Context: an optimization exercise on an open-source flow, tuned for small area. The choices shown serve that exercise and are no tape-out recipe.
No run shown here included a check of the RTL's function; only the layout flow was run.
Power is estimated from default activity; no workload was simulated.

==> flow/design.v (outline; a module is shown in full before it is edited, if it fits) <==
// module firFa: 10 lines
// module firHa: 9 lines
// module firHold: 9 lines
// module eegFirFilter: 1303 lines
module eegFirFilter (
    input logic clk,
    input logic reset,
    input logic [12:0] sampleIn,
    output logic [30:0] filterOut
);
  // ...
==> flow/flow/run.sh <==
#!/bin/bash
# Layout flow: the standard ORFS flow, with the port buffers made from the
# smallest buffer cell (every input and output port still gets its own buffer).
set -euo pipefail
bash standard.sh "BUFFER_PORTS_ARGS=-buffer_cell sky130_fd_sc_hd__buf_1" finish > standard_flow.log 2>&1
==> flow/standard.sh <==
#!/bin/bash
# synth_recipe.tcl (not shown) runs the flow's synth.tcl, then flattens the netlist and writes it again
# the make line also repeats each setting of config.mk as NAME=value (left out here)
make -C /OpenROAD-flow-scripts/flow DESIGN_CONFIG=/design/flow/config.mk WORK_HOME=/design/flow/orfs CLKGATE_MAP_FILE= SYNTH_SCRIPT=/design/flow/synth_recipe.tcl "${@:-finish}"
==> flow/config.mk <==
export PLATFORM = sky130hd
export DESIGN_NAME = eegFirFilter
export DESIGN_NICKNAME = eegFirFilter
export VERILOG_FILES = /design/flow/design.v
export SDC_FILE = /design/flow/constraint.sdc
export NUM_CORES = 4
export LEC_CHECK = 0
export ABC_AREA = 0
export CAP_MARGIN = 20
export CORE_MARGIN = 2
export CORE_UTILIZATION = 75
export CTS_BUF_LIST = sky130_fd_sc_hd__clkbuf_8
export CTS_CLUSTER_DIAMETER = 60
export CTS_CLUSTER_SIZE = 14
export PLACE_DENSITY = 0.85
export SLEW_MARGIN = 20
export SYNTH_HIERARCHICAL = 1
export SYNTH_MINIMUM_KEEP_SIZE = 0
==> flow/constraint.sdc <==
create_clock -name core_clock -period 6.0 [get_ports {clk}]
set_input_delay 1.2000 -clock core_clock [delete_from_list [all_inputs] [get_ports {clk}]]
set_output_delay 1.2000 -clock core_clock [all_outputs]
set_load 0.01 [all_outputs]
==> flow_summary.yaml, run 1 <==
outcome:
  status: "finished clean"
clock_tree:
  cts_inserted_buffers: 28
  path_clk_slew_ns: 0.09
  insertion_delay_ns: 0.57
  clock_sinks: 310
  h-tree-depth: 1
cells_and_area:
  nFillCells: 1172
  clkbuf_count: 29
  ff_latch_area_um2: 6210
  final_common_cell: "fa_1"
  n_all_inverters: 173
  multiInputGateArea_um2: 9690
  diodes: 0
  biggestCellCategory: "multi-input combinational cells"
die:
  num_rows: 54
  die-area_um2: 23400
pwr:
  cellPowerDensity_nw_per_um2: 246
  pwr-share-clk: 0.260
  powerClk_mw: 1.13
global_routing:
  use_met2: 0.460
  top_usage_layer: "met2"
  grt-ovfl-total: 0
  track_usage: 0.302
  grt_max_degree: 106
  grt_pass1_wl_um: 53900
  first_global_vias: 9976
synthesis:
  synthMuxAreaShare: 0
  async_reset_ff_frac: 0
  synth.most_common_cell: "fa_1"
  synth_area_per_cell_um2: 14.7
  syn_nets: 1545
  synth_simple_gate_area_share: 0.00602
  syn_inst: 1131
  synth_compound_area_frac: 0.109
sta:
  skew_ns: 0.0177
  hold_ws_ns: 0.322
  period_share: 0.987
  fmax_mhz: 169
placed_design:
  dp_cells: 1440
worst_setup_path:
  reg2regPathDepth: 13
  worstSetupStartpoint: "r2_6$_DFF_P_"
  crit_path_frequent_cell: "fa_1"
  arrival_ns: 6.38
route:
  via_per_inst: 6.12
  drtAntennaViolNets: 0
==> run 2: changes to the inputs <==
--- a/flow/design.v
+++ b/flow/design.v
@@ -249,35 +249,16 @@
     assign sEn[8] = shiftEn[2];
     assign hEn[8] = holdEn[2];
     assign sEn[9] = shiftEn[2];
     assign hEn[9] = holdEn[2];
     assign sEn[10] = shiftEn[2];
     assign hEn[10] = holdEn[2];
     assign sEn[11] = shiftEn[2];
     assign hEn[11] = holdEn[2];
-    always_ff @(posedge clk) begin
-        w0 <= w0Next;
-        w1 <= w1Next;
-        w2 <= w2Next;
-        w3 <= w3Next;
-        w4 <= w4Next;
-        w5 <= w5Next;
-        w6 <= w6Next;
-        w7 <= w7Next;
-        w8 <= w8Next;
-        w9 <= w9Next;
-        w10 <= w10Next;
-        w11 <= w11Next;
-        w12 <= w12Next;
-        w13 <= w13Next;
-        w14 <= w14Next;
-        w15 <= w15Next;
-        w16 <= w16Next;
-    end
     logic [11:0] w0Next;
     for (genvar i = 0; i < 12; i++) begin : gW0
         firHold uH (.a(winIn[i]), .b(w0[i]), .s(sEn[i]), .h(hEn[i]), .y(w0Next[i]));
     end
     logic [11:0] w1Next;
     for (genvar i = 0; i < 12; i++) begin : gW1
         firHold uH (.a(w0[i]), .b(w1[i]), .s(sEn[i]), .h(hEn[i]), .y(w1Next[i]));
     end
@@ -337,16 +318,35 @@
     for (genvar i = 0; i < 12; i++) begin : gW15
         firHold uH (.a(w14[i]), .b(w15[i]), .s(sEn[i]), .h(hEn[i]), .y(w15Next[i]));
     end
     logic [11:0] w16Next;
     for (genvar i = 0; i < 12; i++) begin : gW16
         firHold uH (.a(w15[i]), .b(w16[i]), .s(sEn[i]), .h(hEn[i]), .y(w16Next[i]));
     end
     always_ff @(posedge clk) begin
+        w0 <= w0Next;
+        w1 <= w1Next;
+        w2 <= w2Next;
+        w3 <= w3Next;
+        w4 <= w4Next;
+        w5 <= w5Next;
+        w6 <= w6Next;
+        w7 <= w7Next;
+        w8 <= w8Next;
+        w9 <= w9Next;
+        w10 <= w10Next;
+        w11 <= w11Next;
+        w12 <= w12Next;
+        w13 <= w13Next;
+        w14 <= w14Next;
+        w15 <= w15Next;
+        w16 <= w16Next;
+    end
+    always_ff @(posedge clk) begin
         if (reset) outCount <= '0;
         else if (v3 && outCount != 5'd17) outCount <= outCount + 5'd1;
     end
     wire n1s, n1c;
     firHa u1 (.a(w0[0]), .b(w16[0]), .s(n1s), .co(n1c));
     wire n2s, n2c;
     firFa u2 (.a(w0[1]), .b(w16[1]), .c(n1c), .s(n2s), .co(n2c));
     wire n3s, n3c;
--- a/flow/config.mk
+++ b/flow/config.mk
@@ -5,14 +5,14 @@
 export SDC_FILE = /design/flow/constraint.sdc
 export NUM_CORES = 4
 export LEC_CHECK = 0
 export ABC_AREA = 0
 export CAP_MARGIN = 20
 export CORE_MARGIN = 2
 export CORE_UTILIZATION = 75
 export CTS_BUF_LIST = sky130_fd_sc_hd__clkbuf_8
-export CTS_CLUSTER_DIAMETER = 60
-export CTS_CLUSTER_SIZE = 14
+export CTS_CLUSTER_DIAMETER = 70
+export CTS_CLUSTER_SIZE = 16
 export PLACE_DENSITY = 0.85
 export SLEW_MARGIN = 20
 export SYNTH_HIERARCHICAL = 1
 export SYNTH_MINIMUM_KEEP_SIZE = 0
==> run 2 against run 1 <==
Combinational power about the same. First-iteration DRC count up 9.9%. Critical path depth unchanged.
==> flow_summary.yaml, run 2 <==
outcome:
  status: "finished clean"
synthesis:
  synth-main-ff-cell: "dfxtp_1"
  synth.most_common_cell: "fa_1"
  ys_ff_latch: 310
  ys_warn_count: 14
  async_reset_ff_frac: 0
  syn_inst: 1131
  netlist_top_cells_area: "fa_1 43%, dfxtp_1 37%, a22o_1 11%"
  yosysSeqAreaShare: 0.373
  syn_nets: 1545
  synth_area_per_cell_um2: 14.7
  synth-edff-count: 0
  synth_cell_types: 19
  synth_top_area_frac: 0.433
  syn_area_um2: 16600
  synth_top_cell_by_area: "fa_1"
  synth_common_cells: "360 x fa_1, 310 x dfxtp_1, 204 x a22o_1, 173 x inv_1, 39 x ha_1"
sta:
  fmax_mhz: 170
  period_share: 0.982
  drv_slew: 0
  worstMarginPinSlew_ns: 1.08
  period_minus_slack_ns: 5.89
  finalHoldViolCount: 0
  rsz0062_at_grt: "false"
  relSlewSlack: 0.278
  tns_ns: 0
  skew_ns: 0.0169
  setup_viol: 0
placed_design:
  place_congestion: 1.03
  port_buffers: 45
  dp_hpwl_um: 27000
worst_setup_path:
  endpoint_kind: "register"
  r2r_setup_slack_ns: 0.11
  crit_path_frequent_cell: "fa_1"
  rr_endpoint: "r3_64$_DFF_P_"
  critPathKind: "reg2reg"
  reg2regPathDepth: 13
  arrival_ns: 6.36
  path_cells: "fa_2 > inv_1 > fa_1 > fa_1 > fa_1 > inv_1 > fa_1 > fa_1 > fa_1 > fa_1 > fa_1 > fa_1 > fa_1"
  required_ns: 6.47
  cpPeakStageDelay_ns: 0.60
  cp-start-kind: "register"
  reg2reg_from: "w7[7]$_DFF_P_"
  crit_path_top_delay_cell: "fa_2"
  path_max_fanout: 3
clock_tree:
  h-tree-depth: 1
  cts_tree: "built"
  insertion_delay_ns: 0.59
  clock_sinks: 310
  path_clk_slew_ns: 0.09
  clock_path_buffers: 3
  cts_inserted_buffers: 23
  clockRootBuffer: "clkbuf_8"
die:
  dieHeight_um: 153
  num_rows: 54
  core-area_um2: 21800
  die_x_um: 153
  start_util: 0.762
  ios: 46
  die-area_um2: 23400
worst_hold_path:
  hp-start: "r2_28$_DFF_P_"
  hold_depth: 0
  hold_class: "reg2reg"
  hold_end: "r3_29$_DFF_P_"
cells_and_area:
  final_common_cell: "fa_1"
  num-nets-final: 1603
  utilization: 0.802
  drive_gt1_frac: 0.0428
  diodes: 0
  nFillCells: 1190
  synthToLayoutAreaGrowth_pct: 5.19
  final_cell_mix: "350 x fa_1, 309 x dfxtp_1, 204 x a22o_1"
route:
  wl_per_cell_um: 22.6
  wirelength_um: 33200
  vias: 8847
  drcViolationCount: 0
  via_per_inst: 6.01
  dr.pass1.iters: 7
  drt_iter0_drc: 734
  drtAntennaViolNets: 0
pwr:
  ir_worst_vdd_mv: 0.212
  leakage_nw: 7.84
  cellPowerDensity_nw_per_um2: 241
  power_mw: 4.22
job:
  cap_viol_max_count: 0
global_routing:
  first_global_vias: 9857
  antenna_found_initial: 0
  grt_pass1_wl_um: 53500
  grt_max_degree: 106
  grt-ovfl-total: 0
  track_usage: 0.298
-- run 2: cell families (layout without fill, tap and decap cells) --
family          count (synthesis)  count (layout)  synth area share
compound gates                208             208             0.109
flops                         310             310             0.373
xor+xnor                        3               3           0.00158
simple gates                   18              18           0.00602
buf+inv                       193             253            0.0478
fa+ha+maj                     399             399             0.463
-- run 2: area by class of cell --
class | instances | area [µm²] | area share
inverter | 173 | 649 | 0.0371
multi-input combinational | 628 | 9690 | 0.554
clock buffer | 24 | 330 | 0.0189
sequential | 310 | 6210 | 0.355
clock inverter | 3 | 23.8 | 0.00136
timing repair buffer | 53 | 249 | 0.0142
tap | 280 | 350 | 0.0200
-- run 2: per-module statistics from Yosys, one instance, submodules excluded --
| module | cells | flops+latches | cell area, µm² |
|---|---|---|---|
| firHa | 1 | 0 | 12.5 |
| firHold | 1 | 0 | 8.76 |
| eegFirFilter | 548 | 310 | 7400 |
| firFa | 1 | 0 | 20.0 |
-- run 2: report_power, final --
group,internal [mW],switching (mW)
clock,0.366,0.643
combinational,0.405,0.576
sequential,2.18,0.0418
total,2.96,1.26
-- run 2: worst max path at each step --
stage,start,endpoint,slack [ns],depth (start not counted)
2_1_floorplan,reset,w0[0]$_DFF_P_,0.23,3
3_3_place_gp,w6[7]$_DFF_P_,r3_69$_DFF_P_,0.12,13
3_5_place_dp,w6[7]$_DFF_P_,r3_69$_DFF_P_,0.04,13
4_1_cts,w6[7]$_DFF_P_,r3_69$_DFF_P_,0.008,13
5_1_grt,r2_6$_DFF_P_,r3_69$_DFF_P_,0.001,13
6_report,w7[7]$_DFF_P_,r3_64$_DFF_P_,0.11,13
-- run 2: layer usage --
layer | GRT usage | up-vias | wire, µm
met5 | 0 | - | 0
met4 | 0.0723 | 0 | 909
met3 | 0.0933 | 64 | 3020
met2 | 0.451 | 340 | 15200
met1 | 0.436 | 4632 | 14000
li1 | - | 3811 | -
-- run 2: per-stage QoR --
| stage | std cells | setup WS, ns | hold WS [ns] | cell area (µm²) |
|---|---|---|---|---|
| 2_1_floorplan | 1131 | 0.231 | 0.310 | 16600 |
| 3_5_place_dp | 1440 | 0.0379 | 0.312 | 17100 |
| 6_report | 1471 | 0.106 | 0.333 | 17500 |
| 5_1_grt | 1471 | 0.000977 | 0.337 | 17500 |
| 3_3_place_gp | 1440 | 0.123 | 0.310 | 17100 |
| 4_1_cts | 1467 | 0.00812 | 0.334 | 17400 |
-- run 2: worst max-delay path, delay by kind of cell (launching register included) --
family                     cells  cell delay (ns)
adders and majority gates     11             5.28
DFF                            1             0.36
buffers and inverters          2             0.13
-- run 2: repair_timing --
| item | in CTS | in global routing |
|---|---|---|
| buffers inserted | 0 | 3 |
| hold buffers | 0 | 0 |
| setup endpoints to repair | 0 | 5 |
| resized for setup | 0 | 11 |

## separate check: timing with driven ports
How much do the figures lean on ideal ports? The routed layouts below were timed once more, with nothing changed but the port constraints. Step 1 sets driving cells, clkbuf_16 on the clock port and buf_2 on the other inputs (assumed; they add their load-dependent delay and slew). Step 2 moves the port delays by t, midway between the first and last clock arrival at a register: inputs arrive t later, outputs are due t later. That takes back most of the time a late clock gives input paths. Three values: no drivers, after step 1, after step 2; two values: the first two.
| run | t (ns) | setup slack, ns | worst setup path at the end |
|---|---|---|---|
| run 1 | 0.612 | 0.080 / 0.080 / 0.080 | register to register |
| run 2 | 0.633 | 0.106 / 0.106 / 0.106 | register to register |
After both steps setup and hold are still met in every run listed.
